Context: an optimization exercise on an open-source flow, tuned for small area and few clock cycles. The choices shown serve that exercise and are no tape-out recipe.
At most, simulation tests tie the RTL to the original design; equivalence was not proved.
Only the layout flow was run in runs 2 to 7; the RTL was not checked for function there.
Power and IR drop assume default switching activity.

## flow/flow/run.sh

```bash
#!/bin/bash
# Standard ORFS layout (the standard.sh) with these changes:
#  - synthesis is the standard flow's own script, except that abc maps with the
#    area-oriented script flow/abc_area.script instead of ORFS's speed script
#    (registers are mapped before abc, so they are the standard ones);
#  - port buffers use the smallest buffer cell (buf_1);
#  - the clock tree uses clkbuf_8 with larger sink clusters and no dummy loads;
#  - constant outputs keep the synthesized tie cells (no tie-per-pin repair).
# Each ORFS step writes its full log under orfs/logs/; make's output goes to
# make_finish.log.
set -euo pipefail
HERE=$(pwd)
{
  echo "proc abc {args} {"
  echo "  set i [lsearch -exact \$args -script]"
  echo "  if {\$i >= 0} { lset args [expr {\$i + 1}] $HERE/flow/abc_area.script }"
  echo "  puts \"abc with script $HERE/flow/abc_area.script\""
  echo "  yosys abc {*}\$args"
  echo "}"
  cat synth_recipe.tcl
} > flow_synth.tcl
bash standard.sh \
  SYNTH_SCRIPT="$HERE/flow_synth.tcl" \
  BUFFER_PORTS_ARGS="-buffer_cell sky130_fd_sc_hd__buf_1" \
  CTS_ARGS="-sink_clustering_enable -repair_clock_nets -dont_use_dummy_load -buf_list sky130_fd_sc_hd__clkbuf_8 -sink_clustering_size 12 -sink_clustering_max_diameter 100" \
  SKIP_REPAIR_TIE_FANOUT=1 \
  finish > make_finish.log 2>&1
```

## flow/flow/abc_area.script

```
strash
dc2
balance
rewrite -z
refactor -z
rewrite -z
dch -f
amap
topo
```

## flow/standard.sh

```bash
#!/bin/bash
# synth_recipe.tcl (not shown) runs the flow's synth.tcl, then flattens the netlist and writes it again
# the make line also repeats each setting of config.mk as NAME=value (left out here)
make -C /OpenROAD-flow-scripts/flow DESIGN_CONFIG=/design/flow/config.mk WORK_HOME=/design/flow/orfs CLKGATE_MAP_FILE= SYNTH_SCRIPT=/design/flow/synth_recipe.tcl "${@:-finish}"
```

## flow/config.mk

```make
export PLATFORM = sky130hd
export DESIGN_NAME = d_domain
export DESIGN_NICKNAME = d_domain
export VERILOG_FILES = /design/flow/design.v
export SDC_FILE = /design/flow/constraint.sdc
export NUM_CORES = 4
export LEC_CHECK = 0
export CAP_MARGIN = 20
export CORE_AREA = 10 10 310 310
export DIE_AREA = 0 0 320 320
export SLEW_MARGIN = 20
```

## flow/constraint.sdc

```tcl
create_clock -name core_clock -period 5.0 [get_ports {ui_clk}]
set_input_delay 1.0000 -clock core_clock [delete_from_list [all_inputs] [get_ports {ui_clk}]]
set_output_delay 1.0000 -clock core_clock [all_outputs]
set_load 0.01 [all_outputs]
```

## flow/design.v

```verilog
`timescale 1ns/1ps
`timescale 1ns/1ps
`default_nettype none
module wdata_reg (
    input  logic         ui_clk,
    input  logic         fire,
    input  logic [255:0] din,
    output logic         wen,
    output logic [255:0] wdata
);
    always_ff @(posedge ui_clk) begin
        wen   <= fire;
        wdata <= fire ? din : '0;
    end
endmodule
`default_nettype wire
`timescale 1ns/1ps
`default_nettype none
module cmd_decoder (
    input  logic [14:0] p2d_op,
    input  logic [14:0] a2d_op,
    input  logic        cfg_ready,
    input  logic        blk,
    output logic        is_cfg,
    output logic        is_win,
    output logic        is_td,
    output logic        p2d_ready
);
    always_comb begin
        is_cfg = (p2d_op == 15'd1);
        is_win = (p2d_op == 15'd4);
        is_td  = (a2d_op == 15'd2);
        if (is_cfg) begin
            p2d_ready = cfg_ready;
        end else if (is_win) begin
            p2d_ready = !blk;
        end else begin
            p2d_ready = 1'b1;
        end
    end
endmodule
`default_nettype wire
`timescale 1ns/1ps
`default_nettype none
module config_capture (
    input  logic        ui_clk,
    input  logic        rst,
    input  logic        p2d_valid,
    input  logic        is_cfg,
    input  logic [16:0] p2d_pay,
    input  logic        d2a_ready,
    input  logic        td_fire,
    output logic        cfg_ready,
    output logic        d2a_v,
    output logic [16:0] d2a_pay,
    output logic        seq_full,
    output logic [1:0]  cfg_asic_mode,
    output logic [15:0] cfg_training_epochs,
    output logic [15:0] cfg_inference_epochs,
    output logic [1:0]  cfg_dataset,
    output logic [15:0] cfg_timesteps,
    output logic [15:0] cfg_input_size,
    output logic        cfg_long_streaming,
    output logic        cfg_binary_classifier,
    output logic        cfg_loser_encourage
);
    logic [5:0]  cfg_cnt;
    logic        cfg_fire;
    logic [15:0] cfg_d;
    logic [8:0]  cfg_ld;
    always_comb begin
        seq_full  = (cfg_cnt == 6'd39);
        cfg_ready = !d2a_v || d2a_ready;
        cfg_fire  = p2d_valid && is_cfg && cfg_ready;
        cfg_d = p2d_pay[15:0] & {16{!rst}};
        for (int i = 0; i < 9; i++) begin
            cfg_ld[i] = rst || (cfg_fire && cfg_cnt == 6'(i));
        end
    end
    always_ff @(posedge ui_clk) begin
        if (rst) begin
            d2a_v <= 1'b0;
        end else if (cfg_ready) begin
            d2a_v <= cfg_fire;
        end
        if (cfg_ready) begin
            d2a_pay <= p2d_pay;
        end
    end
    always_ff @(posedge ui_clk) begin
        if (rst) begin
            cfg_cnt <= '0;
        end else if (td_fire) begin
            cfg_cnt <= '0;
        end else if (cfg_fire && !seq_full) begin
            cfg_cnt <= cfg_cnt + 1'b1;
        end
        if (cfg_ld[0]) cfg_asic_mode         <= cfg_d[1:0];
        if (cfg_ld[1]) cfg_training_epochs   <= cfg_d;
        if (cfg_ld[2]) cfg_inference_epochs  <= cfg_d;
        if (cfg_ld[3]) cfg_dataset           <= cfg_d[1:0];
        if (cfg_ld[4]) cfg_timesteps         <= cfg_d;
        if (cfg_ld[5]) cfg_input_size        <= cfg_d;
        if (cfg_ld[6]) cfg_long_streaming    <= cfg_d[0];
        if (cfg_ld[7]) cfg_binary_classifier <= cfg_d[0];
        if (cfg_ld[8]) cfg_loser_encourage   <= cfg_d[0];
    end
endmodule
`default_nettype wire
`timescale 1ns/1ps
`default_nettype none
module dram_writer (
    input  logic        ui_clk,
    input  logic        rst,
    input  logic        win_fire,
    input  logic [15:0] win_pay,
    input  logic        wen,
    output logic [28:0] app_addr,
    output logic        done_hit,
    output logic        prog_hit,
    output logic [12:0] pacc
);
    logic [28:0] base;        
    logic [28:0] last;        
    logic        last_ok;     
    logic [1:0]  win_idx;
    logic        fresh;       
    logic [28:3] wa;          
    logic [10:0] pmod;        
    logic [28:3] cur;         
    logic [10:0] pcur;        
    logic        pwrap;
    logic [28:0] addr;
    always_comb begin
        cur      = fresh ? base[28:3] : wa;
        pcur     = fresh ? 11'd0 : pmod;
        pwrap    = (pcur == 11'd1249);
        addr     = {cur, base[2:0]};
        done_hit = wen && last_ok && (addr == last);
        prog_hit = wen && pwrap;
        app_addr = wen ? addr : '0;
    end
    always_ff @(posedge ui_clk) begin
        if (rst) begin
            base    <= '0;
            last    <= '0;
            last_ok <= 1'b1;
            win_idx <= '0;
        end else if (win_fire) begin
            case (win_idx)
                2'd0: base[15:0]  <= win_pay;
                2'd1: base[28:16] <= win_pay[12:0];
                2'd2: last[15:0]  <= win_pay;
                default: begin
                    last[28:16] <= win_pay[12:0];
                    last_ok     <= (win_pay[15:13] == 3'd0);
                end
            endcase
            win_idx <= win_idx + 1'b1;
        end
    end
    always_ff @(posedge ui_clk) begin
        if (rst || win_fire) begin
            fresh <= 1'b1;
        end else if (wen) begin
            fresh <= 1'b0;
        end
        wa <= cur + 26'(wen);
        if (wen) begin
            pmod <= pwrap ? 11'd0 : pcur + 1'b1;
        end
        if (rst || win_fire) begin
            pacc <= '0;
        end else if (prog_hit) begin
            pacc <= pacc + 13'd625;
        end
    end
endmodule
`default_nettype wire
`timescale 1ns/1ps
`default_nettype none
module status_arbiter (
    input  logic        ui_clk,
    input  logic        rst,
    input  logic        calib_done,
    input  logic        done_hit,
    input  logic        prog_hit,
    input  logic [12:0] pacc,
    input  logic        a2d_valid,
    input  logic        is_td,
    input  logic [16:0] a2d_pay,
    input  logic        seq_full,
    input  logic        d2p_ready,
    output logic        a2d_ready,
    output logic        td_fire,
    output logic        blk,
    output logic        d2p_v,
    output logic [31:0] d2p_cmd
);
    logic        hit;
    logic        pend_v;      
    logic        pend_done;   
    logic [1:0]  d2p_op;      
    logic [16:0] d2p_pay;
    logic        rdy_sent;
    logic        rdy_due;
    logic        load;
    logic        ev_take;
    logic        done_now;    
    always_comb begin
        hit     = done_hit || prog_hit;
        blk     = pend_v || hit;
        load    = !d2p_v || d2p_ready;
        rdy_due = calib_done && !rdy_sent;
        ev_take  = load && !rdy_due && pend_v;
        done_now = load && !rdy_due && done_hit;
        td_fire  = a2d_valid && is_td && seq_full && load && !rdy_due && !pend_v && !done_hit;
        a2d_ready = is_td ? (seq_full && load && !rdy_due && !pend_v && !done_hit) : 1'b1;
    end
    always_ff @(posedge ui_clk) begin
        if (rst) begin
            pend_v <= 1'b0;
        end else if (hit && !done_now) begin
            pend_v <= 1'b1;
        end else if (ev_take) begin
            pend_v <= 1'b0;
        end
        if (hit) begin
            pend_done <= done_hit;
        end
    end
    always_ff @(posedge ui_clk) begin
        if (rst) begin
            d2p_v    <= 1'b0;
            rdy_sent <= 1'b0;
        end else if (load) begin
            if (rdy_due) begin
                d2p_v    <= 1'b1;
                d2p_op   <= 2'd1;
                d2p_pay  <= '0;
                rdy_sent <= 1'b1;
            end else if (pend_v || done_hit) begin
                d2p_v   <= 1'b1;
                d2p_op  <= (done_hit || pend_done) ? 2'd2 : 2'd3;
                d2p_pay <= (done_hit || pend_done) ? 17'd0 : {pacc, 4'd0};
            end else if (td_fire) begin
                d2p_v   <= 1'b1;
                d2p_op  <= 2'd0;
                d2p_pay <= a2d_pay;
            end else begin
                d2p_v <= 1'b0;
            end
        end
    end
    assign d2p_cmd = {d2p_pay, 12'd0, d2p_op[1], !(d2p_op == 2'd2), ^d2p_op};
endmodule
`default_nettype wire
`timescale 1ns/1ps
`timescale 1ns/1ps
`default_nettype none
module d_domain (
    input  logic         ui_clk,
    input  logic         rst,
    input  logic         p2d_cmd_valid,
    output logic         p2d_cmd_ready,
    input  logic [31:0]  p2d_cmd,
    input  logic         p2d_data_valid,
    output logic         p2d_data_ready,
    input  logic [255:0] p2d_data,
    input  logic         a2d_cmd_valid,
    output logic         a2d_cmd_ready,
    input  logic [31:0]  a2d_cmd,
    input  logic         calib_done,
    input  logic         app_rdy,
    input  logic         app_wdf_rdy,
    output logic         d2p_cmd_valid,
    input  logic         d2p_cmd_ready,
    output logic [31:0]  d2p_cmd,
    output logic         d2a_cmd_valid,
    input  logic         d2a_cmd_ready,
    output logic [31:0]  d2a_cmd,
    output logic         app_en,
    output logic [2:0]   app_cmd,
    output logic [28:0]  app_addr,
    output logic         app_wdf_wren,
    output logic [255:0] app_wdf_data,
    output logic         app_wdf_end,
    output logic [31:0]  app_wdf_mask,
    output logic [1:0]   cfg_asic_mode,
    output logic [15:0]  cfg_training_epochs,
    output logic [15:0]  cfg_inference_epochs,
    output logic [1:0]   cfg_dataset,
    output logic [15:0]  cfg_timesteps,
    output logic [15:0]  cfg_input_size,
    output logic         cfg_long_streaming,
    output logic         cfg_binary_classifier,
    output logic         cfg_loser_encourage
);
    logic        is_cfg, is_win, is_td;
    logic        cfg_ready;
    logic        seq_full;
    logic        td_fire;
    logic        blk;
    logic        win_fire;
    logic        wr_fire;
    logic        wen;
    logic        done_hit;
    logic        prog_hit;
    logic [12:0] pacc;
    logic        d2a_v;
    logic [16:0] d2a_pay;
    cmd_decoder u_dec (
        .p2d_op    (p2d_cmd[14:0]),
        .a2d_op    (a2d_cmd[14:0]),
        .cfg_ready (cfg_ready),
        .blk       (blk),
        .is_cfg    (is_cfg),
        .is_win    (is_win),
        .is_td     (is_td),
        .p2d_ready (p2d_cmd_ready)
    );
    config_capture u_cfg (
        .ui_clk                (ui_clk),
        .rst                   (rst),
        .p2d_valid             (p2d_cmd_valid),
        .is_cfg                (is_cfg),
        .p2d_pay               (p2d_cmd[31:15]),
        .d2a_ready             (d2a_cmd_ready),
        .td_fire               (td_fire),
        .cfg_ready             (cfg_ready),
        .d2a_v                 (d2a_v),
        .d2a_pay               (d2a_pay),
        .seq_full              (seq_full),
        .cfg_asic_mode         (cfg_asic_mode),
        .cfg_training_epochs   (cfg_training_epochs),
        .cfg_inference_epochs  (cfg_inference_epochs),
        .cfg_dataset           (cfg_dataset),
        .cfg_timesteps         (cfg_timesteps),
        .cfg_input_size        (cfg_input_size),
        .cfg_long_streaming    (cfg_long_streaming),
        .cfg_binary_classifier (cfg_binary_classifier),
        .cfg_loser_encourage   (cfg_loser_encourage)
    );
    always_comb begin
        d2a_cmd_valid  = d2a_v;
        d2a_cmd        = {d2a_pay, 15'd1};
        win_fire       = p2d_cmd_valid && is_win && !blk;
        p2d_data_ready = app_rdy && app_wdf_rdy && !blk;
        wr_fire        = p2d_data_valid && p2d_data_ready && !rst;
    end
    wdata_reg u_wdata (
        .ui_clk (ui_clk),
        .fire   (wr_fire),
        .din    (p2d_data),
        .wen    (wen),
        .wdata  (app_wdf_data)
    );
    dram_writer u_writer (
        .ui_clk   (ui_clk),
        .rst      (rst),
        .win_fire (win_fire),
        .win_pay  (p2d_cmd[30:15]),
        .wen      (wen),
        .app_addr (app_addr),
        .done_hit (done_hit),
        .prog_hit (prog_hit),
        .pacc     (pacc)
    );
    always_comb begin
        app_en       = wen;
        app_cmd      = 3'b000;
        app_wdf_wren = wen;
        app_wdf_end  = wen;
        app_wdf_mask = '0;
    end
    status_arbiter u_status (
        .ui_clk     (ui_clk),
        .rst        (rst),
        .calib_done (calib_done),
        .done_hit   (done_hit),
        .prog_hit   (prog_hit),
        .pacc       (pacc),
        .a2d_valid  (a2d_cmd_valid),
        .is_td      (is_td),
        .a2d_pay    (a2d_cmd[31:15]),
        .seq_full   (seq_full),
        .d2p_ready  (d2p_cmd_ready),
        .a2d_ready  (a2d_cmd_ready),
        .td_fire    (td_fire),
        .blk        (blk),
        .d2p_v      (d2p_cmd_valid),
        .d2p_cmd    (d2p_cmd)
    );
endmodule
`default_nettype wire
```

==> out/results.tsv, run 1 <==
metric	value	unit
top-count cell post-synth	dfxtp_1	
Critical R2R Launch	u_writer.fresh$_SDFFE_PP1P_	
# fillers	9716	
gr ovfl total	0	
final-report hold violation count	0	
Synth top area share	0.453	
Min-Delay Path Class	reg2reg	
DRC	0	
outcome	finished clean	
CORE AREA	0.0888	mm2
post-synth cell types	38	
worst-case reg-to-reg path depth	25	
Vias/cell	4.01	
Reg-to-Reg End	u_writer.wa[27]$_DFF_P_	
Post-Synth Adder-Cell Area	0.0108	
Relative slew margins	0.381	
Layout Nets	2503	
final setup fails	0	
total wire length	75700	um
Crit Path Max Fanout	14	
# port buffers	730	
synthesized-area fraction occupied by and/or/nand/nor cells	0.182	
DP HPWL	62000	um
vias	13400	
register area share after synthesis	0.673	
Initial Util	0.183	
Top FF cell, synth	dfxtp_1	
CTS tree	done	
leak pwr	6.93	nW
crit path from	u_writer.fresh$_SDFFE_PP1P_	
ys async rst share	0	
Tcrit/Tclk final	0.956	
fin crit period	4.78	ns
crit-path most repeated cell	nor2_1	
post-synthesis mux area share	0	
crit-path max cell delay	0.46	ns
final hold slack	0.461	ns
Yosys warnings	6	
CP Class	reg2out	
largest family of logic cells by synthesized area	simple AND/OR/NAND/NOR gates	
die width	320	um
Num CTS Buffers	47	
setup tns final	0	ns
Slew Viols, Final	0	
ANT nets after route	0	
Crit-path slowest cell	or4_1	
wire length per cell	22.7	um
Mean Syn Cell Area	11.5	um2
Worst setup EP type	output port	
max-cap violations	0	
Max Freq	209	MHz
CTS Buffer Depth	3	
Synth Register Bits	487	
layout cell share with drive strength beyond 1	0.0519	
synth top area cells	dfxtp_1 (45%), edfxtp_1 (22%), nor2b_1 (11%), nor2_1 (3.8%), buf_4 (3.0%)	
Area Growth Syn to Fin	29.9	%
clk sinks	487	
top cells by count, synth	dfxtp_1 (368), nor2b_1 (281), nor2_1 (164)	
GRT Total Usage	0.140	
total iterations of the first detailed-routing run	5	
flop2flop setup slack	0.67	ns
num rows	109	
Ports	793	
Compound-Gate Fraction of Synth Area	0.0860	
max reg flops	256	
initial antenna violation count	46	
cell area after synthesis	0.0162	mm2
RePlAce Congestion	0.914	
unrepaired setup endpoints after global routing	no	
Final Instance Area	0.0211	mm2
Worst Tran Pin Value	0.929	ns
Worst Path Required	4.00	ns
Worst Skew	0.102	ns
worst vdd ir	0.193	mV
Max H-tree Level	2	
cells after synthesis	1410	
clock-pin transition on the worst setup and hold timing paths	0.09	ns
vias in the first global route	13700	
Syn Nets	1754	
die height	320	um
Post-DP Area	0.0203	mm2
Worst setup SP type	flip-flop	
PwrDens	325	mW/mm2
Initial DRC Count	893	
Root Buffer	clkbuf_8	
die area	0.102	mm2
crit path cell chain	buf_6 > o22ai_4 > clkinv_2 > a221o_1 > or4_1 > or4_4 > nor4_4 > buf_4 > nor2_1 > nand2_1 > inv_2 > nor2_1 > o22ai_1 > clkbuf_2	
CP endpoint	p2d_cmd_ready	
XOR/XNOR Fraction of Synth Area	0.000539	
Synth area leader	dfxtp_1	
Worst Path Arrival	3.78	ns
worst skew pair latency	0.67	ns
EDFF count, synth	119	
largest net degree at the start of global routing	80	
first-pass GRT wire length	104000	um
==> where the power goes <==
group	switching, W	internal [W]	total [W]
clock network	0.00133	0.000836	0.00217
registers	0.0000361	0.00414	0.00418
logic	0.000326	0.000177	0.000503
total	0.00170	0.00515	0.00685
==> stage by stage <==
| stage | cells | setup WS [ns] | util | power (W) |
|---|---|---|---|---|
| after floorplan | 1410 | 0.125 | - | 0.00451 |
| after global placement | 3270 | 0.379 | 0.228 | 0.00477 |
| after detailed placement | 3270 | 0.381 | 0.228 | 0.00477 |
| after CTS | 3321 | 0.0174 | 0.237 | 0.00697 |
| after global routing | 3323 | 0.0371 | 0.237 | 0.00715 |
| final | 3330 | 0.218 | 0.238 | 0.00685 |
==> cell usage in the layout (no fill, tap or decap), types with 14 or more instances in the layout <==
cell	Yosys	final
buf_4	65	29
clkinv_1	72	66
o22ai_1	34	24
edfxtp_1	119	119
nor2b_1	281	281
o21ai_0	32	28
o21a_1	14	14
buf_1	0	728
nor3_1	19	18
a22oi_1	61	61
nor2_1	164	163
clkbuf_8	0	47
nand3_1	16	15
dfxtp_1	368	367
a21oi_1	20	20
ha_1	14	14
nand2_1	49	49
a211oi_1	19	19
==> layout make-up <==
type / count / area [um2] / area share
repair inverters: 1 / 8.76 / 0.000415
multi-input cells: 786 / 4690 / 0.222
well taps: 1165 / 1460 / 0.0691
repair buffers: 764 / 3050 / 0.145
flip-flops and latches: 487 / 10900 / 0.519
clock buffers: 47 / 647 / 0.0307
inverters: 72 / 285 / 0.0135
diodes: 8 / 20.0 / 0.000949
==> kinds of logic after synthesis <==
kind of cell | after synthesis
buffers and inverters | 137
other | 2
AND/OR/NAND/NOR | 563
flip-flops | 487
adder cells (fa/ha/maj) | 14
AO/OA/AOI/OAI | 206
XOR/XNOR | 1
==> worst max-delay path: cells and delay by family (launching register included) <==
kind                   cells  cell delay, ns
AND/OR/NAND/NOR            6            1.33
buffers and inverters      5            0.69
flip-flops                 1            0.40
AO/OA/AOI/OAI              3            0.67
==> worst min path at each step <==
stage	startpoint	endpoint	slack (ns)	depth (start not counted)
finish	u_writer.last[1]$_SDFFE_PP0P_	u_writer.last[1]$_SDFFE_PP0P_	0.46	2
detailed placement	u_writer.last[1]$_SDFFE_PP0P_	u_writer.last[1]$_SDFFE_PP0P_	0.45	2
floorplan	u_writer.last[1]$_SDFFE_PP0P_	u_writer.last[1]$_SDFFE_PP0P_	0.43	2
global placement	u_writer.last[1]$_SDFFE_PP0P_	u_writer.last[1]$_SDFFE_PP0P_	0.45	2
global route	p2d_data[244]	u_wdata.wdata[244]$_SDFF_PN0_	0.44	2
CTS	p2d_data[216]	u_wdata.wdata[216]$_SDFF_PN0_	0.42	2
==> layer usage <==
metal,track usage,part of all wire,vias to the layer above
met5,0,0.00044,-
met4,0.0263,0.023,6
met3,0.0822,0.15,148
met2,0.246,0.48,723
met1,0.144,0.35,6256
li1,-,-,6218
==> what timing repair did <==
action / CTS / global route
pin swaps: 0 / 0
resized for setup: 10 / 13
gates cloned: 0 / 1
setup buffers: 4 / 0
endpoints found under the setup margin: 3 / 3
hold buffers: 0 / 0
Testbench counts, summed over its fixed seeds: cycles 27,041.
==> run 2, diff against run 1 <==
--- a/flow/design.v
+++ b/flow/design.v
@@ -118,7 +118,7 @@
     output logic [28:0] app_addr,
     output logic        done_hit,
     output logic        prog_hit,
-    output logic [12:0] pacc
+    output logic [13:0] pcnt         
 );
     logic [28:0] base;        
     logic [28:0] last;        
@@ -126,7 +126,8 @@
     logic [1:0]  win_idx;
     logic        fresh;       
     logic [28:3] wa;          
-    logic [10:0] pmod;        
+    localparam logic [10:0] PCNT_1249 = 11'd68;
+    logic [10:0] pmod;
     logic [28:3] cur;         
     logic [10:0] pcur;        
     logic        pwrap;
@@ -134,11 +135,12 @@
     always_comb begin
         cur      = fresh ? base[28:3] : wa;
         pcur     = fresh ? 11'd0 : pmod;
-        pwrap    = (pcur == 11'd1249);
+        pwrap    = (pcur == PCNT_1249);
         addr     = {cur, base[2:0]};
         done_hit = wen && last_ok && (addr == last);
         prog_hit = wen && pwrap;
         app_addr = wen ? addr : '0;
+        pcnt     = wa[16:3] - base[16:3];
     end
     always_ff @(posedge ui_clk) begin
         if (rst) begin
@@ -167,12 +169,7 @@
         end
         wa <= cur + 26'(wen);
         if (wen) begin
-            pmod <= pwrap ? 11'd0 : pcur + 1'b1;
-        end
-        if (rst || win_fire) begin
-            pacc <= '0;
-        end else if (prog_hit) begin
-            pacc <= pacc + 13'd625;
+            pmod <= pwrap ? 11'd0 : {pcur[9:0], !(pcur[10] ^ pcur[8])};
         end
     end
 endmodule
@@ -185,7 +182,7 @@
     input  logic        calib_done,
     input  logic        done_hit,
     input  logic        prog_hit,
-    input  logic [12:0] pacc,
+    input  logic [13:0] pcnt,
     input  logic        a2d_valid,
     input  logic        is_td,
     input  logic [16:0] a2d_pay,
@@ -242,7 +239,7 @@
             end else if (pend_v || done_hit) begin
                 d2p_v   <= 1'b1;
                 d2p_op  <= (done_hit || pend_done) ? 2'd2 : 2'd3;
-                d2p_pay <= (done_hit || pend_done) ? 17'd0 : {pacc, 4'd0};
+                d2p_pay <= (done_hit || pend_done) ? 17'd0 : {pcnt, 3'd0};
             end else if (td_fire) begin
                 d2p_v   <= 1'b1;
                 d2p_op  <= 2'd0;
@@ -306,7 +303,7 @@
     logic        wen;
     logic        done_hit;
     logic        prog_hit;
-    logic [12:0] pacc;
+    logic [13:0] pcnt;
     logic        d2a_v;
     logic [16:0] d2a_pay;
     cmd_decoder u_dec (
@@ -364,7 +361,7 @@
         .app_addr (app_addr),
         .done_hit (done_hit),
         .prog_hit (prog_hit),
-        .pacc     (pacc)
+        .pcnt     (pcnt)
     );
     always_comb begin
         app_en       = wen;
@@ -379,7 +376,7 @@
         .calib_done (calib_done),
         .done_hit   (done_hit),
         .prog_hit   (prog_hit),
-        .pacc       (pacc),
+        .pcnt       (pcnt),
         .a2d_valid  (a2d_cmd_valid),
         .is_td      (is_td),
         .a2d_pay    (a2d_cmd[31:15]),
--- a/flow/flow/run.sh
+++ b/flow/flow/run.sh
@@ -4,7 +4,7 @@
 #    area-oriented script flow/abc_area.script instead of ORFS's speed script
 #    (registers are mapped before abc, so they are the standard ones);
 #  - port buffers use the smallest buffer cell (buf_1);
-#  - the clock tree uses clkbuf_8 with larger sink clusters and no dummy loads;
+#  - the clock tree uses clkbuf_4 with small sink clusters and no dummy loads;
 #  - constant outputs keep the synthesized tie cells (no tie-per-pin repair).
 # Each ORFS step writes its full log under orfs/logs/; make's output goes to
 # make_finish.log.
@@ -22,6 +22,6 @@
 bash standard.sh \
   SYNTH_SCRIPT="$HERE/flow_synth.tcl" \
   BUFFER_PORTS_ARGS="-buffer_cell sky130_fd_sc_hd__buf_1" \
-  CTS_ARGS="-sink_clustering_enable -repair_clock_nets -dont_use_dummy_load -buf_list sky130_fd_sc_hd__clkbuf_8 -sink_clustering_size 12 -sink_clustering_max_diameter 100" \
+  CTS_ARGS="-sink_clustering_enable -repair_clock_nets -dont_use_dummy_load -buf_list sky130_fd_sc_hd__clkbuf_4 -sink_clustering_size 8 -sink_clustering_max_diameter 60" \
   SKIP_REPAIR_TIE_FANOUT=1 \
   finish > make_finish.log 2>&1
==> out/results.tsv, run 2 <==
metric	value	unit
Mean Syn Cell Area	11.5	um2
Tcrit/Tclk final	0.956	
ys async rst share	0	
most common cell after layout, fill and taps aside	buf_1	
final setup fails	0	
vias in the first global route	14000	
Initial Util	0.181	
Logic pwr share	0.086	
worst vdd ir	0.196	mV
PwrDens	319	mW/mm2
post-synth cell types	47	
Top FF cell, synth	dfxtp_1	
clk sinks	474	
outcome	finished clean	
Worst Skew	0.154	ns
Internal	0.00495	W
Area Growth Syn to Fin	30.8	%
hold buffers post-CTS	0	
Syn Nets	1749	
GRT Total Usage	0.153	
EDFF count, synth	119	
Num CTS Buffers	78	
clock network fraction of design power	0.305	
gr ovfl total	0	
Layout Nets	2549	
die width	320	um
layout cell share with drive strength beyond 1	0.0721	
Initial DRC Count	922	
max reg flops	256	
Critical R2R Launch	u_writer.fresh$_SDFFE_PP1P_	
Relative slew margins	0.398	
CTS tree	done	
CP Class	reg2out	
Worst Path Arrival	3.78	ns
DRC	0	
first-pass GRT wire length	110000	um
met2 Use GR	0.266	
Max H-tree Level	3	
Synth Register Bits	474	
DP HPWL	67600	um
Slew Viols, Final	0	
die area	0.102	mm2
setup tns final	0	ns
hold_sp	p2d_data[249]	
synth top area cells	dfxtp_1 (44%), edfxtp_1 (22%), nor2b_1 (11%), nor2_1 (3.8%), buf_4 (3.0%)	
register area share after synthesis	0.665	
num rows	109	
fin crit period	4.78	ns
final hold slack	0.333	ns
Max Freq	209	MHz
Yosys warnings	6	
CTS Buffer Depth	3	
ANT nets after route	0	
leak pwr	7.09	nW
CORE AREA	0.0888	mm2
cells after synthesis	1394	
largest net degree at the start of global routing	79	
slack of the critical path	0.220	ns
Sw Share	0.261	
Synth top area share	0.443	
die height	320	um
met1 usage	0.159	
Min-Delay Path Class	in2reg	
total chip power	0.00670	W
max-cap violations	0	
Worst setup EP type	output port	
Worst setup SP type	flip-flop	
grt met3 use	0.0820	
sequential power share	0.608	
worst skew pair latency	0.86	ns
Vias/cell	4.01	
# port buffers	730	
Worst Path Required	4.00	ns
# fillers	9818	
wire length per cell	24.3	um
top cells by count, synth	dfxtp_1 (355), nor2b_1 (281), nor2_1 (164)	
pre-CTS setup slack	0.459	ns
clock-pin transition on the worst setup and hold timing paths	0.09	ns
top-count cell post-synth	dfxtp_1	
P_sw	0.00175	W
most frequent cells in the layout	buf_1 (722), dfxtp_1 (354), nor2b_1 (281), nor2_1 (163), edfxtp_1 (119)	
final-report hold violation count	0	
Synth area leader	dfxtp_1	
Ports	793	
Root Buffer	clkbuf_4	
initial antenna violation count	32	
Worst Tran Pin Value	0.903	ns
cell area after synthesis	0.0161	mm2
vias	13500	
RePlAce Congestion	0.894	
Crit Path Max Fanout	19	
GR peak layer	met2	
unrepaired setup endpoints after global routing	no	
crit path from	u_writer.fresh$_SDFFE_PP1P_	
total wire length	81700	um
total iterations of the first detailed-routing run	7	
## run 2: area by class of cell
class | count | area [um2] | area share
sequential | 474 | 10700 | 0.509
multi-input combinational | 769 | 4660 | 0.222
timing repair buffer | 785 | 3270 | 0.156
tap | 1165 | 1460 | 0.0694
clock buffer | 78 | 586 | 0.0279
inverter | 86 | 324 | 0.0154
antenna | 9 | 22.5 | 0.00107
## run 2: cell families (layout without fill, tap and decap cells)
kind of cell / after synthesis / after routing / synth area share
AO/OA/AOI/OAI: 201 / 201 / 0.0869
XOR/XNOR: 1 / 1 / 0.000545
adder cells (fa/ha/maj): 25 / 25 / 0.0199
buffers and inverters: 151 / 949 / 0.0505
flip-flops: 474 / 474 / 0.665
other: 2 / 11 / 0.000468
AND/OR/NAND/NOR: 540 / 540 / 0.177
## run 2: path summary, 6_finish.rpt
| check | slack [ns] | to | depth (start not counted) |
|---|---|---|---|
| setup / recovery | 0.22 | p2d_data_ready | 11 |
| hold / removal | 0.33 | u_wdata.wdata[249]$_SDFF_PN0_ | 2 |
| setup reg to reg | 0.76 | u_writer.wa[27]$_DFF_P_ | 29 |
| hold reg to reg | 0.48 | u_writer.base[11]$_SDFFE_PP0P_ | 2 |
## run 2: critical path: stages (launching register included)
cell	delay [ns]
dfxtp_4	0.45
clkinv_2	0.10
buf_4	0.23
o22ai_1	0.55
o221ai_1	0.19
a2111o_1	0.34
nor4_4	0.36
buf_4	0.20
nand2b_1	0.14
nor2_2	0.09
and3_1	0.19
buf_1	0.14
## run 2: per-stage QoR
| step | util | std cells | cell area (um2) |
|---|---|---|---|
| 6_report | 0.237 | 3366 | 21000 |
| 5_1_grt | 0.236 | 3358 | 21000 |
| 4_1_cts | 0.236 | 3356 | 20900 |
| 3_5_place_dp | 0.229 | 3278 | 20300 |
| 3_3_place_gp | 0.229 | 3278 | 20300 |
| 2_1_floorplan | - | 1394 | 16100 |
## run 2: timing repair
| item | CTS | global route |
|---|---|---|
| gates resized for setup | 7 | 7 |
| pin swaps | 1 | 0 |
| setup buffers | 0 | 1 |
| setup endpoints to repair | 3 | 3 |
## run 2: power by group through the flow
stage / combinational, W / sequential [W] / clock (W)
after detailed placement: 0.000582 / 0.00416 / 0
after CTS: 0.000589 / 0.00408 / 0.00217
final: 0.000579 / 0.00408 / 0.00205
after floorplan: 0.000227 / 0.00421 / 0
after global placement: 0.000584 / 0.00416 / 0
after global routing: 0.000630 / 0.00409 / 0.00230
## run 2: routing by layer
metal | vias up | wire length (um)
li1 | 6224 | -
met1 | 6353 | 29000
met2 | 775 | 39700
met3 | 151 | 11100
met4 | 8 | 1850
met5 | - | 48
==> run 3, diff against run 2 <==
--- a/flow/config.mk
+++ b/flow/config.mk
@@ -8,4 +8,5 @@
 export CAP_MARGIN = 20
 export CORE_AREA = 10 10 310 310
 export DIE_AREA = 0 0 320 320
+export PLACE_DENSITY = 0.35
 export SLEW_MARGIN = 20
==> out/results.tsv, run 3 <==
metric	value	unit
vias in the first global route	14100	
clk sinks	474	
DP HPWL	60100	um
unrepaired setup endpoints after global routing	no	
Layout Nets	2529	
Syn Nets	1749	
total wire length	73600	um
final-report hold violation count	0	
leak pwr	6.94	nW
Max H-tree Level	3	
clock network fraction of design power	0.308	
delay-heaviest family, CP	simple AND/OR/NAND/NOR gates	
Slew Viols, Final	0	
most frequent cells in the layout	buf_1 (728), dfxtp_1 (354), nor2b_1 (281), nor2_1 (162), edfxtp_1 (119)	
Ports	793	
Top FF cell, synth	dfxtp_1	
Synth area leader	dfxtp_1	
Initial Util	0.181	
crit-path max cell delay	0.38	ns
EDFF count, synth	119	
synth top area cells	dfxtp_1 (44%), edfxtp_1 (22%), nor2b_1 (11%), nor2_1 (3.8%), buf_4 (3.0%)	
Area Growth Syn to Fin	29.3	%
worst vdd ir	0.169	mV
# port buffers	730	
clock-pin transition on the worst setup and hold timing paths	0.09	ns
die area	0.102	mm2
Internal	0.00494	W
outcome	finished clean	
largest net degree at the start of global routing	99	
worst skew pair latency	0.88	ns
fin crit period	4.76	ns
CP Class	reg2out	
total chip power	0.00666	W
Buf/Inv on CP	4	
CTS Buffer Depth	3	
Min-Delay Path Class	in2reg	
Root Buffer	clkbuf_4	
Relative slew margins	0.363	
die height	320	um
max reg flops	256	
Synth top area share	0.443	
setup tns final	0	ns
cell area after synthesis	0.0161	mm2
most common cell after layout, fill and taps aside	buf_1	
Worst Tran Pin Value	0.955	ns
register area	0.0107	mm2
GRT Total Usage	0.138	
CTS tree	done	
ANT nets after route	0	
post-synth cell types	47	
vias	13100	
DRC	0	
Worst Path Arrival	3.76	ns
Max Freq	210	MHz
P_sw	0.00172	W
Worst Path Required	4.00	ns
num rows	109	
PwrDens	321	mW/mm2
Worst setup EP type	output port	
sequential power share	0.612	
final setup fails	0	
Crit-path slowest cell	dfxtp_4	
Worst setup SP type	flip-flop	
initial antenna violation count	20	
Vias/cell	3.93	
Worst Skew	0.101	ns
Num CTS Buffers	77	
total iterations of the first detailed-routing run	5	
first-pass GRT wire length	102000	um
ys async rst share	0	
area occupied by multi-input gates	0.00464	mm2
CORE AREA	0.0888	mm2
dpl cells	3257	
post-route insts no fill	3344	
crit path cell chain	buf_12 > o22ai_4 > clkinv_2 > a21oi_1 > o221ai_1 > a2111o_1 > or3_1 > nor4_2 > buf_4 > nand2b_1 > nor2_2 > and3_1 > buf_2	
gr ovfl total	0	
Sw Share	0.259	
top-count cell post-synth	dfxtp_1	
Crit Path Max Fanout	34	
Mean Syn Cell Area	11.5	um2
hold buffers post-CTS	0	
Synth Register Bits	474	
final core occ	0.234	
register area share after synthesis	0.665	
# fillers	9865	
die width	320	um
wire length per cell	22.0	um
Yosys warnings	6	
Logic pwr share	0.080	
top cells by count, synth	dfxtp_1 (355), nor2b_1 (281), nor2_1 (164)	
layout cell share with drive strength beyond 1	0.0585	
Initial DRC Count	601	
cells after synthesis	1394	
RePlAce Congestion	0.831	
max-cap violations	0	
Tcrit/Tclk final	0.953	
==> run 3: cell counts after synthesis <==
Identical to the previous run, type by type.
==> run 3: worst paths after layout <==
kind / depth (start not counted) / slack (ns) / end / startpoint
worst min-delay path: 2 / 0.31 / u_wdata.wdata[119]$_SDFF_PN0_ / p2d_data[119]
worst max register to register: 28 / 0.59 / u_writer.wa[27]$_DFF_P_ / u_writer.fresh$_SDFFE_PP1P_
worst min register to register: 2 / 0.48 / u_writer.base[13]$_SDFFE_PP0P_ / u_writer.base[13]$_SDFFE_PP0P_
worst max-delay path: 13 / 0.24 / p2d_data_ready / u_writer.fresh$_SDFFE_PP1P_
==> run 3: cell type report <==
type / count / area share
Clock buffer: 77 / 0.0278
Multi-Input combinational cell: 769 / 0.223
Antenna cell: 7 / 0.000844
Timing Repair Buffer: 766 / 0.147
Tap cell: 1165 / 0.0702
Sequential cell: 474 / 0.515
Inverter: 86 / 0.0162
==> run 3: power groups by stage <==
stage | sequential, W | combinational (W) | clock (W)
floorplan | 0.00421 | 0.000227 | 0
global placement | 0.00417 | 0.000541 | 0
detailed placement | 0.00417 | 0.000539 | 0
CTS | 0.00408 | 0.000544 | 0.00221
global route | 0.00409 | 0.000593 | 0.00235
finish | 0.00408 | 0.000533 | 0.00205
==> run 3: what timing repair did <==
item,in CTS,in global routing
resized for setup,12,3
pin swaps,0,1
cloned,0,0
buffers inserted,1,2
setup endpoints to repair,3,4
==> run 3: kinds of logic (layout without fill, tap and decap cells) <==
group	Yosys count	count (layout)	synth area share
AND/OR/NAND/NOR	540	540	0.177
flip-flops	474	474	0.665
AO/OA/AOI/OAI	201	201	0.0869
buffers and inverters	151	929	0.0505
adder cells (fa/ha/maj)	25	25	0.0199
other	2	9	0.000468
XOR/XNOR	1	1	0.000545
==> run 3: per-layer routing <==
metal | global-route usage | routed length (um)
met5 | 0 | 7
met1 | 0.138 | 26500
met3 | 0.0657 | 7770
met4 | 0.0370 | 1480
met2 | 0.253 | 37800
==> run 3: per-stage QoR <==
step                      setup slack (ns)  instance area [um2]  hold slack (ns)
after global placement               0.440                20100            0.462
after floorplan                      0.128                16100            0.427
after global routing                0.0124                20800            0.220
after CTS                          0.00367                20700            0.127
after detailed placement             0.428                20100            0.465
final                                0.236                20800            0.313
==> run 4, diff against run 3 <==
--- a/flow/config.mk
+++ b/flow/config.mk
@@ -8,5 +8,5 @@
 export CAP_MARGIN = 20
 export CORE_AREA = 10 10 310 310
 export DIE_AREA = 0 0 320 320
-export PLACE_DENSITY = 0.35
+export PLACE_DENSITY = 0.8
 export SLEW_MARGIN = 20
==> out/results.tsv, run 4 <==
metric	value	unit
outcome	finished clean	
Initial DRC Count	1238	
crit path cell chain	buf_4 > buf_6 > o22ai_4 > clkinv_2 > a21oi_2 > o221ai_1 > a2111o_1 > or3_4 > nor4_4 > buf_4 > nand2b_4 > nor2_2 > nor2_1 > o21ai_0 > buf_2	
Crit-path slowest cell	dfxtp_4	
Worst Skew	0.107	ns
cell area after synthesis	0.0161	mm2
ys async rst share	0	
Root Buffer	clkbuf_4	
top cells by count, synth	dfxtp_1 (355), nor2b_1 (281), nor2_1 (164)	
crit-path most repeated cell	buf_4	
total iterations of the first detailed-routing run	5	
crit-path max cell delay	0.37	ns
# fillers	9613	
Worst Path Arrival	3.74	ns
largest net degree at the start of global routing	79	
Worst Tran Pin Value	0.941	ns
CORE AREA	0.0888	mm2
die area	0.102	mm2
cells after synthesis	1394	
EDFF count, synth	119	
DRT met1 WL	28100	um
Relative slew margins	0.372	
vias in the first global route	14100	
Tcrit/Tclk final	0.948	
metal2 WL	38500	um
PwrDens	315	mW/mm2
Yosys warnings	6	
clock-pin transition on the worst setup and hold timing paths	0.09	ns
Crit Path Max Fanout	15	
max-cap violations	0	
die height	320	um
Num CTS Buffers	73	
post-route insts no fill	3375	
Synth top area share	0.443	
Worst setup EP type	output port	
ANT nets after route	0	
register area share after synthesis	0.665	
dpl cells	3285	
Worst setup SP type	flip-flop	
most frequent cells in the layout	buf_1 (723), dfxtp_1 (354), nor2b_1 (281), nor2_1 (163), edfxtp_1 (119)	
Vias/cell	4.07	
Syn Nets	1749	
RePlAce Congestion	0.960	
final core occ	0.237	
layout cell share with drive strength beyond 1	0.0732	
post-synth cell types	47	
Layout Nets	2555	
most common cell after layout, fill and taps aside	buf_1	
Min-Delay Path Class	in2reg	
met3 WL	10500	um
DRC	0	
GRT Total Usage	0.151	
fin crit period	4.74	ns
leak pwr	7.11	nW
Final Instance Area	0.0211	mm2
vias	13700	
gr ovfl total	0	
# port buffers	730	
max reg flops	256	
num rows	109	
Post-DP Area	0.0204	mm2
Max H-tree Level	3	
worst vdd ir	0.190	mV
Synth area leader	dfxtp_1	
total wire length	80800	um
initial antenna violation count	65	
first-pass GRT wire length	110000	um
Max Freq	211	MHz
Initial Util	0.181	
synth top area cells	dfxtp_1 (44%), edfxtp_1 (22%), nor2b_1 (11%), nor2_1 (3.8%), buf_4 (3.0%)	
Highest Signal Layer	met5	
CTS Buffer Depth	3	
final setup fails	0	
final-report hold violation count	0	
Synth Register Bits	474	
Area Growth Syn to Fin	31.2	%
Slew Viols, Final	0	
CP Class	reg2out	
flop2flop setup slack	0.92	ns
CTS tree	done	
final hold slack	0.324	ns
Top FF cell, synth	dfxtp_1	
clk sinks	474	
worst skew pair latency	0.87	ns
Ports	793	
Worst Path Required	4.00	ns
wire length per cell	23.9	um
DP HPWL	67600	um
Mean Syn Cell Area	11.5	um2
die width	320	um
top-count cell post-synth	dfxtp_1	
[run 4: kinds of logic after synthesis]
family	Yosys count	synth area share
AO/OA/AOI/OAI	201	0.0869
XOR/XNOR	1	0.000545
adder cells (fa/ha/maj)	25	0.0199
buffers and inverters	151	0.0505
flip-flops	474	0.665
other	2	0.000468
AND/OR/NAND/NOR	540	0.177
[run 4: what timing repair did]
item / 4_1_cts / 5_1_grt
buffers inserted: 4 / 1
pin swaps: 1 / 2
endpoints found under the setup margin: 3 / 3
resized for setup: 12 / 7
hold buffers: 0 / 0
cloned: 0 / 0
[run 4: power breakdown]
part           switching [W]  total [W]  leakage, nW  internal (W)
registers          0.0000368    0.00407         4.02       0.00404
clock network        0.00131    0.00198        0.336      0.000669
logic               0.000374   0.000583         2.75      0.000209
total                0.00173    0.00664         7.11       0.00492
[run 4: per-layer routing]
layer | GRT usage | vias to the layer above
met5 | 0 | -
met4 | 0.0525 | 4
met3 | 0.0803 | 237
met2 | 0.260 | 905
met1 | 0.154 | 6324
li1 | - | 6258
[run 4: worst paths after layout]
kind                                      start                       endpoint  depth (start not counted)
hold / removal                     p2d_data[49]   u_wdata.wdata[49]$_SDFF_PN0_                          2
setup / recovery    u_writer.fresh$_SDFFE_PP1P_                  p2d_cmd_ready                         15
setup reg to reg    u_writer.fresh$_SDFFE_PP1P_        u_writer.wa[27]$_DFF_P_                         29
hold reg to reg   u_writer.base[8]$_SDFFE_PP0P_  u_writer.base[8]$_SDFFE_PP0P_                          2
[run 4: area by class of cell]
| class | instances | area, um2 | area share |
|---|---|---|---|
| sequential | 474 | 10700 | 0.507 |
| antenna | 12 | 30.0 | 0.00143 |
| timing repair buffer | 796 | 3360 | 0.160 |
| multi-input combinational | 769 | 4660 | 0.221 |
| clock buffer | 73 | 548 | 0.0260 |
| tap | 1165 | 1460 | 0.0692 |
| inverter | 86 | 327 | 0.0155 |
[run 4: stage by stage]
stage	total power [W]	TNS (ns)	worst slack, ns
after floorplan	0.00444	0	0.128
after global placement	0.00474	0	0.720
after detailed placement	0.00474	0	0.642
after CTS	0.00675	0	0.0201
after global routing	0.00695	-0.0260	-0.0260
final	0.00664	0	0.258
[run 4: critical path: cells and delay by family, from the launching register on]
family | cells | cell delay, ns
compound gates | 5 | 0.85
buf+inv | 5 | 0.78
flops | 1 | 0.37
simple gates | 5 | 0.87
==> run 5, diff against run 4 <==
--- a/flow/config.mk
+++ b/flow/config.mk
@@ -8,5 +8,5 @@
 export CAP_MARGIN = 20
 export CORE_AREA = 10 10 310 310
 export DIE_AREA = 0 0 320 320
-export PLACE_DENSITY = 0.8
+export PLACE_DENSITY = 0.2
 export SLEW_MARGIN = 20
==> out/results.tsv, run 5 <==
metric	value	unit
CTS tree	done	
Crit-path slowest cell	dfxtp_4	
layout cell share with drive strength beyond 1	0.0721	
Syn Nets	1749	
PwrDens	323	mW/mm2
P_sw	0.00185	W
worst-case reg-to-reg path depth	27	
CORE AREA	0.0888	mm2
die area	0.102	mm2
CTS Buffer Depth	3	
outcome	finished clean	
Synth top area share	0.443	
total wire length	86200	um
post-synth cell types	47	
hold depth	2	
clock network fraction of design power	0.316	
EDFF count, synth	119	
Internal	0.00494	W
Initial DRC Count	525	
Relative slew margins	0.382	
Slew Viols, Final	0	
unrepaired setup endpoints after global routing	yes	
Worst setup SP type	flip-flop	
cell area after synthesis	0.0161	mm2
top-count cell post-synth	dfxtp_1	
most frequent cells in the layout	buf_1 (728), dfxtp_1 (354), nor2b_1 (281), nor2_1 (161), edfxtp_1 (119)	
Buf/Inv on CP	5	
max reg flops	256	
gr ovfl total	0	
cells after synthesis	1394	
sequential power share	0.600	
clock-pin transition on the worst setup and hold timing paths	0.10	ns
most common cell after layout, fill and taps aside	buf_1	
Initial Util	0.181	
Tcrit/Tclk final	0.951	
total iterations of the first detailed-routing run	5	
Crit Path Max Fanout	14	
max-cap violations	0	
Root Buffer	clkbuf_4	
Worst Path Required	4.00	ns
Final Instance Area	0.0210	mm2
Synth Register Bits	474	
Vias/cell	3.87	
first-pass GRT wire length	116000	um
Layout Nets	2549	
worst vdd ir	0.139	mV
# fillers	9865	
Min-Delay Path Class	in2reg	
Area Growth Syn to Fin	30.8	%
Ports	793	
largest net degree at the start of global routing	64	
Post-DP Area	0.0202	mm2
ys async rst share	0	
DRC	0	
Yosys warnings	6	
die width	320	um
Num CTS Buffers	76	
final setup fails	0	
setup tns final	0	ns
Sw Share	0.273	
Worst Path Arrival	3.76	ns
vias	13000	
final hold slack	0.305	ns
Critical Path Stages	15	
# port buffers	730	
Logic pwr share	0.084	
Worst Skew	0.103	ns
num rows	109	
DP HPWL	70500	um
RePlAce Congestion	0.788	
die height	320	um
clk sinks	474	
register area share after synthesis	0.665	
CP Class	reg2out	
wire length per cell	25.6	um
fin crit period	4.76	ns
Mean Syn Cell Area	11.5	um2
Worst setup EP type	output port	
Synth area leader	dfxtp_1	
crit-path max cell delay	0.39	ns
Max H-tree Level	3	
vias in the first global route	13700	
top cells by count, synth	dfxtp_1 (355), nor2b_1 (281), nor2_1 (164)	
crit path cell chain	inv_8 > buf_12 > o22ai_1 > buf_4 > nand2_1 > o21ai_0 > a2111o_1 > or3_1 > nor4_4 > buf_6 > nand2b_4 > nor2_4 > nor2_1 > o21ai_2 > clkbuf_2	
Top FF cell, synth	dfxtp_1	
Max Freq	210	MHz
delay-heaviest family, CP	simple AND/OR/NAND/NOR gates	
final-report hold violation count	0	
leak pwr	7.05	nW
initial antenna violation count	24	
GRT Total Usage	0.162	
Worst Tran Pin Value	0.919	ns
worst skew pair latency	0.87	ns
synth top area cells	dfxtp_1 (44%), edfxtp_1 (22%), nor2b_1 (11%), nor2_1 (3.8%), buf_4 (3.0%)	
ANT nets after route	0	
run 5: worst register-to-register path, delay by kind of cell (launching register included):
kind / cells / cell delay, ns
flip-flops: 1 / 0.39
buffers and inverters: 3 / 0.34
AO/OA/AOI/OAI: 2 / 0.25
adder cells (fa/ha/maj): 1 / 0.20
AND/OR/NAND/NOR: 21 / 3.08
run 5: power groups by stage:
stage          Combinational [W]  Clock [W]  Sequential, W
2_1_floorplan           0.000227          0        0.00421
3_3_place_gp            0.000593          0        0.00417
3_5_place_dp            0.000585          0        0.00416
4_1_cts                 0.000592    0.00235        0.00408
5_1_grt                 0.000633    0.00247        0.00409
6_report                0.000570    0.00215        0.00407
run 5: final timing paths:
check	startpoint	end	slack (ns)
worst min register to register	u_writer.base[11]$_SDFFE_PP0P_	u_writer.base[11]$_SDFFE_PP0P_	0.47
worst min-delay path	p2d_data[106]	u_wdata.wdata[106]$_SDFF_PN0_	0.31
worst max register to register	u_writer.fresh$_SDFFE_PP1P_	u_writer.wa[28]$_DFF_P_	0.69
worst max-delay path	u_writer.fresh$_SDFFE_PP1P_	p2d_cmd_ready	0.24
run 5: cells by family (layout without fill, tap and decap cells):
| group | Yosys count | count (layout) | share of synthesized area |
|---|---|---|---|
| and+or+nand+nor | 540 | 540 | 0.177 |
| DFF | 474 | 474 | 0.665 |
| AOI/OAI and AO/OA | 201 | 201 | 0.0869 |
| buffers and inverters | 151 | 949 | 0.0505 |
| adders and majority gates | 25 | 25 | 0.0199 |
| other | 2 | 8 | 0.000468 |
| xor gates and xnor gates | 1 | 1 | 0.000545 |
run 5: layout make-up:
cell class                      count  area (um2)  area share
Clock buffer                       76         571      0.0272
Antenna cell                        6        15.0    0.000715
Multi-Input combinational cell    769        4700       0.224
Timing Repair Buffer              787        3240       0.154
Inverter                           86         333      0.0158
Tap cell                         1165        1460      0.0694
Sequential cell                   474       10700       0.509
run 5: metal layers:
metal	wire (um)	track usage	up-vias
met5	208	0	-
met4	1430	0.0357	28
met3	8110	0.0710	121
met2	44600	0.297	507
met1	31900	0.169	6123
li1	-	-	6239
run 5: metrics by stage:
step / worst slack (ns) / total power, W / utilization / instances
2_1_floorplan: 0.128 / 0.00444 / - / 1394
3_3_place_gp: 0.231 / 0.00476 / 0.228 / 3275
3_5_place_dp: 0.298 / 0.00475 / 0.228 / 3275
4_1_cts: -0.00813 / 0.00702 / 0.235 / 3351
5_1_grt: -0.00978 / 0.00719 / 0.237 / 3359
6_report: 0.245 / 0.00679 / 0.237 / 3363
run 5: timing repair:
action | 4_1_cts | 5_1_grt
endpoints found under the setup margin | 3 | 4
hold buffers | 0 | 0
resized for setup | 14 | 13
pin swaps | 1 | 3
setup buffers | 0 | 6
==> run 6, diff against run 5 <==
--- a/flow/config.mk
+++ b/flow/config.mk
@@ -8,5 +8,5 @@
 export CAP_MARGIN = 20
 export CORE_AREA = 10 10 310 310
 export DIE_AREA = 0 0 320 320
-export PLACE_DENSITY = 0.2
+export PLACE_DENSITY = 0.27
 export SLEW_MARGIN = 20
==> out/results.tsv, run 6 <==
metric	value	unit
outcome	finished clean	
CORE AREA	0.0888	mm2
CTS Buffer Depth	3	
worst vdd ir	0.167	mV
hold depth	1	
ys async rst share	0	
Worst setup SP type	flip-flop	
die area	0.102	mm2
worst skew pair latency	0.81	ns
hold_sp	p2d_cmd[31]	
layout cell share with drive strength beyond 1	0.0609	
EDFF count, synth	119	
Initial Util	0.181	
DP HPWL	64600	um
Worst Skew	0.103	ns
worst-case reg-to-reg path depth	29	
ANT nets after route	0	
GRT Total Usage	0.151	
Hold EP	u_cfg.d2a_pay[16]$_DFFE_PP_	
PwrDens	324	mW/mm2
max-cap violations	0	
Layout Nets	2526	
top-count cell post-synth	dfxtp_1	
pre-CTS setup slack	0.167	ns
Vias/cell	3.85	
# port buffers	730	
DRC	0	
total iterations of the first detailed-routing run	4	
num rows	109	
flop2flop setup slack	0.48	ns
register area share after synthesis	0.665	
Area Growth Syn to Fin	29.7	%
Synth Register Bits	474	
Max Freq	212	MHz
Crit Path Max Fanout	34	
Mean Syn Cell Area	11.5	um2
Top FF cell, synth	dfxtp_1	
Syn Nets	1749	
wire length per cell	24.0	um
Relative slew margins	0.380	
Root Buffer	clkbuf_4	
Max H-tree Level	3	
vias	12900	
final setup fails	0	
synth top area cells	dfxtp_1 (44%), edfxtp_1 (22%), nor2b_1 (11%), nor2_1 (3.8%), buf_4 (3.0%)	
top cells by count, synth	dfxtp_1 (355), nor2b_1 (281), nor2_1 (164)	
Slew Viols, Final	0	
CP Class	reg2out	
CTS tree	done	
Initial DRC Count	518	
Ports	793	
post-synth cell types	47	
largest net degree at the start of global routing	114	
Reg-to-Reg End	u_writer.wa[27]$_DFF_P_	
Synth top area share	0.443	
total wire length	80400	um
Num CTS Buffers	77	
most common cell after layout, fill and taps aside	buf_1	
vias in the first global route	13600	
clk sinks	474	
die height	320	um
fin crit period	4.72	ns
cell area after synthesis	0.0161	mm2
clock-pin transition on the worst setup and hold timing paths	0.10	ns
Synth area leader	dfxtp_1	
slack of the critical path	0.281	ns
Min-Delay Path Class	in2reg	
leak pwr	6.95	nW
Worst Tran Pin Value	0.929	ns
Worst Path Arrival	3.72	ns
first-pass GRT wire length	110000	um
gr ovfl total	0	
final hold slack	0.315	ns
final-report hold violation count	0	
Critical R2R Launch	u_writer.fresh$_SDFFE_PP1P_	
max reg flops	256	
initial antenna violation count	24	
Worst setup EP type	output port	
hold buffers post-CTS	0	
cells after synthesis	1394	
Tcrit/Tclk final	0.944	
Yosys warnings	6	
die width	320	um
most frequent cells in the layout	buf_1 (728), dfxtp_1 (354), nor2b_1 (281), nor2_1 (164), edfxtp_1 (119)	
RePlAce Congestion	0.788	
Worst Path Required	4.00	ns
[run 6: cell counts after synthesis]
Identical to the previous run, type by type.
[run 6: metrics by stage]
| step | std cells | utilization | instance area (um2) | setup TNS [ns] | total power (W) |
|---|---|---|---|---|---|
| after floorplan | 1394 | - | 16100 | 0 | 0.00444 |
| after global placement | 3255 | 0.226 | 20100 | 0 | 0.00473 |
| after detailed placement | 3255 | 0.226 | 20100 | 0 | 0.00472 |
| after CTS | 3332 | 0.234 | 20700 | 0 | 0.00693 |
| after global routing | 3336 | 0.234 | 20800 | -0.00165 | 0.00711 |
| final | 3343 | 0.235 | 20800 | 0 | 0.00674 |
[run 6: worst max path at each step]
stage / startpoint / end / slack (ns)
final: u_writer.fresh$_SDFFE_PP1P_ / p2d_cmd_ready / 0.28
after global routing: u_writer.fresh$_SDFFE_PP1P_ / p2d_cmd_ready / -0.002
after CTS: u_writer.fresh$_SDFFE_PP1P_ / p2d_data_ready / 0.03
after detailed placement: u_writer.fresh$_SDFFE_PP1P_ / u_writer.last[8]$_SDFFE_PP0P_ / 0.17
after global placement: u_writer.fresh$_SDFFE_PP1P_ / u_writer.wa[27]$_DFF_P_ / 0.28
after floorplan: u_writer.fresh$_SDFFE_PP1P_ / u_wdata.wen$_DFF_P_ / 0.13
[run 6: logic make-up after synthesis]
logic type               Yosys count  synth area share
AND/OR/NAND/NOR                  540             0.177
flip-flops                       474             0.665
AO/OA/AOI/OAI                    201            0.0869
buffers and inverters            151            0.0505
adder cells (fa/ha/maj)           25            0.0199
other                              2          0.000468
XOR/XNOR                           1          0.000545
[run 6: critical path: stages (launching register included)]
cell and delay (ns):
dfxtp_4 0.39, buf_12 0.19, o22ai_1 0.17, buf_4 0.17, nor2_1 0.05, a21oi_1 0.13
o221ai_1 0.13, a2111o_1 0.29, or3_1 0.36, nor4_4 0.22, buf_6 0.18, nand2b_1 0.13
nor2_1 0.09, nor2_1 0.12, o21ai_0 0.09, buf_1 0.18
[run 6: timing repair]
item                       4_1_cts  5_1_grt
gates cloned                     0        0
setup endpoints to repair        3        5
pin swaps                        1        0
resized for setup               13       10
buffers inserted                 0        2
[run 6: layout make-up]
cell class / count / area [um2]
Sequential cell: 474 / 10700
Timing Repair Buffer: 763 / 3060
Inverter: 86 / 337
Clock buffer: 77 / 578
Tap cell: 1165 / 1460
Antenna cell: 9 / 22.5
Fill cell: 9816 / 68000
Multi-Input combinational cell: 769 / 4690
[run 6: routing by layer]
metal,routed length [um],global-route usage
met5,85,0
met4,1310,0.0310
met3,8460,0.0745
met2,40400,0.271
met1,30200,0.158
[run 6: where the power goes]
group	internal, W	switching, W
clock network	0.000705	0.00141
registers	0.00404	0.0000345
logic	0.000197	0.000353
total	0.00494	0.00180
==> run 7, diff against run 6 <==
--- a/flow/design.v
+++ b/flow/design.v
@@ -64,17 +64,19 @@
     output logic        cfg_binary_classifier,
     output logic        cfg_loser_encourage
 );
+    localparam logic [53:0] CNT_STATES = {6'd59, 6'd61, 6'd62, 6'd31, 6'd15, 6'd7, 6'd3, 6'd1, 6'd0};
+    localparam logic [5:0] CNT_FULL = 6'd45;
     logic [5:0]  cfg_cnt;
     logic        cfg_fire;
     logic [15:0] cfg_d;
     logic [8:0]  cfg_ld;
     always_comb begin
-        seq_full  = (cfg_cnt == 6'd39);
+        seq_full  = (cfg_cnt == CNT_FULL);
         cfg_ready = !d2a_v || d2a_ready;
         cfg_fire  = p2d_valid && is_cfg && cfg_ready;
         cfg_d = p2d_pay[15:0] & {16{!rst}};
         for (int i = 0; i < 9; i++) begin
-            cfg_ld[i] = rst || (cfg_fire && cfg_cnt == 6'(i));
+            cfg_ld[i] = rst || (cfg_fire && cfg_cnt == CNT_STATES[6*i +: 6]);
         end
     end
     always_ff @(posedge ui_clk) begin
@@ -93,7 +95,7 @@
         end else if (td_fire) begin
             cfg_cnt <= '0;
         end else if (cfg_fire && !seq_full) begin
-            cfg_cnt <= cfg_cnt + 1'b1;
+            cfg_cnt <= {cfg_cnt[4:0], !(cfg_cnt[5] ^ cfg_cnt[4])};
         end
         if (cfg_ld[0]) cfg_asic_mode         <= cfg_d[1:0];
         if (cfg_ld[1]) cfg_training_epochs   <= cfg_d;
--- a/flow/config.mk
+++ b/flow/config.mk
@@ -8,5 +8,5 @@
 export CAP_MARGIN = 20
 export CORE_AREA = 10 10 310 310
 export DIE_AREA = 0 0 320 320
-export PLACE_DENSITY = 0.27
+export PLACE_DENSITY = 0.35
 export SLEW_MARGIN = 20
==> out/results.tsv, run 7 <==
metric	value	unit
Vias/cell	3.93	
CTS Buffer Depth	3	
final core occ	0.235	
most common cell after layout, fill and taps aside	buf_1	
hold buffers post-CTS	0	
GRT Total Usage	0.144	
cell area after synthesis	0.0160	mm2
worst vdd ir	0.149	mV
register area share after synthesis	0.666	
Crit Path Max Fanout	14	
Num CTS Buffers	76	
slack of the critical path	0.334	ns
Root Buffer	clkbuf_4	
clock-pin transition on the worst setup and hold timing paths	0.11	ns
largest family of logic cells by synthesized area	simple AND/OR/NAND/NOR gates	
RePlAce Congestion	0.810	
leak pwr	6.96	nW
Worst setup EP type	output port	
Synth top area share	0.443	
post-synth cell types	46	
PwrDens	321	mW/mm2
synth top area cells	dfxtp_1 (44%), edfxtp_1 (22%), nor2b_1 (11%), nor2_1 (3.2%), buf_4 (3.0%)	
Yosys warnings	6	
DRC	0	
gr ovfl total	0	
clk sinks	474	
ys async rst share	0	
Max H-tree Level	3	
CP Class	reg2out	
Mean Syn Cell Area	11.5	um2
num rows	109	
EDFF count, synth	119	
XOR/XNOR Fraction of Synth Area	0	
Worst setup SP type	flip-flop	
die area	0.102	mm2
CORE AREA	0.0888	mm2
# port buffers	730	
die width	320	um
post-synthesis mux area share	0	
Worst Path Required	4.00	ns
setup tns final	0	ns
cells after synthesis	1393	
ANT nets after route	0	
total wire length	77000	um
Syn Nets	1748	
Relative slew margins	0.472	
fin crit period	4.67	ns
Worst Tran Pin Value	0.793	ns
layout cell share with drive strength beyond 1	0.0630	
CTS tree	done	
first-pass GRT wire length	106000	um
Tcrit/Tclk final	0.933	
Initial Util	0.181	
Min-Delay Path Class	in2reg	
Synth Register Bits	474	
largest net degree at the start of global routing	132	
Worst Skew	0.0996	ns
Area Growth Syn to Fin	29.9	%
initial antenna violation count	39	
Max Freq	214	MHz
Initial DRC Count	696	
Synth area leader	dfxtp_1	
most frequent cells in the layout	buf_1 (728), dfxtp_1 (354), nor2b_1 (278), nor2_1 (136), edfxtp_1 (119)	
worst skew pair latency	0.87	ns
Top FF cell, synth	dfxtp_1	
pre-CTS setup slack	0.147	ns
Layout Nets	2531	
top cells by count, synth	dfxtp_1 (355), nor2b_1 (278), nor2_1 (138)	
die height	320	um
synthesized-area fraction occupied by and/or/nand/nor cells	0.168	
max reg flops	256	
unrepaired setup endpoints after global routing	yes	
Compound-Gate Fraction of Synth Area	0.0930	
Worst Path Arrival	3.67	ns
Slew Viols, Final	0	
top-count cell post-synth	dfxtp_1	
final setup fails	0	
Post-Synth Adder-Cell Area	0.0200	
Ports	793	
total iterations of the first detailed-routing run	5	
final-report hold violation count	0	
wire length per cell	23.0	um
max-cap violations	0	
DP HPWL	62200	um
vias in the first global route	13800	
vias	13200	
outcome	finished clean	
run 7: changes by cell type after synthesis, sizes merged, moves of 7 or more:
cell / change
a21oi: +12
a22o: -7
a22oi: -18
clkinv: +10
nand3: -7
nor2: -26
nor3: -7
o21ai: +19
run 7: layer usage:
metal | vias to the layer above | wire [um] | global-route usage
met3 | 155 | 8040 | 0.0704
met4 | 2 | 2100 | 0.0370
met1 | 6225 | 27900 | 0.146
met2 | 580 | 39000 | 0.260
li1 | 6196 | - | -
met5 | - | 13 | 0
run 7: path summary, 6_finish.rpt:
| kind | start | endpoint | slack (ns) | depth (start not counted) |
|---|---|---|---|---|
| worst max-delay path | u_writer.fresh$_SDFFE_PP1P_ | p2d_cmd_ready | 0.33 | 15 |
| worst min-delay path | p2d_data[238] | u_wdata.wdata[238]$_SDFF_PN0_ | 0.34 | 2 |
| worst max register to register | u_writer.fresh$_SDFFE_PP1P_ | u_writer.wa[27]$_DFF_P_ | 0.49 | 28 |
| worst min register to register | u_writer.last[0]$_SDFFE_PP0P_ | u_writer.last[0]$_SDFFE_PP0P_ | 0.47 | 2 |
run 7: critical path: stages (launching register included):
cell      delay [ns]
dfxtp_4         0.42
buf_12          0.17
o22ai_4         0.17
buf_6           0.13
nor2_1          0.04
a21oi_1         0.11
o221ai_1        0.12
a2111o_1        0.32
nor3_2          0.11
nand4b_1        0.18
nor4_4          0.45
nand2b_4        0.22
nor2_2          0.05
nor2_1          0.09
o21ai_0         0.08
buf_1           0.14
run 7: repair_timing:
action / 4_1_cts / 5_1_grt
gates resized for setup: 4 / 21
endpoints found under the setup margin: 3 / 6
setup buffers: 0 / 7
gates cloned: 0 / 2
pin swaps: 0 / 1
run 7: where the power goes:
group	leakage [nW]	total [W]	internal, W	switching, W
Sequential	4.03	0.00408	0.00404	0.0000375
Clock	0.350	0.00207	0.000695	0.00137
Combinational	2.58	0.000540	0.000199	0.000341
Total	6.96	0.00668	0.00493	0.00175
run 7: cells by family (layout without fill, tap and decap cells):
family | after synthesis | after routing
simple gates | 506 | 506
flops | 474 | 474
compound gates | 225 | 225
buf+inv | 161 | 942
fa+ha+maj | 25 | 25
other cells | 2 | 15
run 7: final cells by class:
class	count	area, um2
timing repair buffer	769	3090
fill	9886	67900
multi-input combinational	758	4630
antenna	13	32.5
inverter	96	368
clock buffer	76	571
timing repair inverter	1	6.26
tap	1165	1460
sequential	474	10700
run 7: per-stage QoR:
stage               instance area, um2  std cells  hold WS (ns)  power, W
finish                           20800       3352         0.339   0.00668
global route                     20800       3346         0.168   0.00707
CTS                              20600       3330         0.152   0.00686
detailed placement               20100       3254         0.448   0.00471
global placement                 20100       3254         0.454   0.00471
floorplan                        16100       1393         0.427   0.00444

[static timing again, ports no longer ideal]
No port has a modelled driver above. Below, the same layouts with a new extraction and two added sets of constraints. Step 1, drivers: a clkbuf_16 drives ui_clk and a buf_2 each remaining input, both assumed. Step 2 also shifts input and output timing later by t, the mid clock arrival at the registers, as if the neighbouring blocks saw the same clock. Three values: ideal ports, drivers, drivers and shift; two values: the first two.
run | t, ns | setup slack, ns | worst data-port slew with drivers (ns) | pins driven straight from the clock port
run 1 | 0.679 | 0.218 / 0.161 / 0.669 | 0.24 | 1
run 2 | 0.847 | 0.220 / 0.161 / 0.764 | 0.23 | 1
run 3 | 0.887 | 0.236 / 0.175 / 0.590 | 0.13 | 1
run 4 | 0.878 | 0.258 / 0.200 / 0.925 | 0.18 | 1
run 5 | 0.892 | 0.245 / 0.177 / 0.687 | 0.17 | 1
run 6 | 0.839 | 0.281 / 0.218 / 0.479 | 0.15 | 1
run 7 | 0.875 | 0.334 / 0.274 / 0.487 | 0.18 | 1
After both steps every run listed still meets setup and hold.
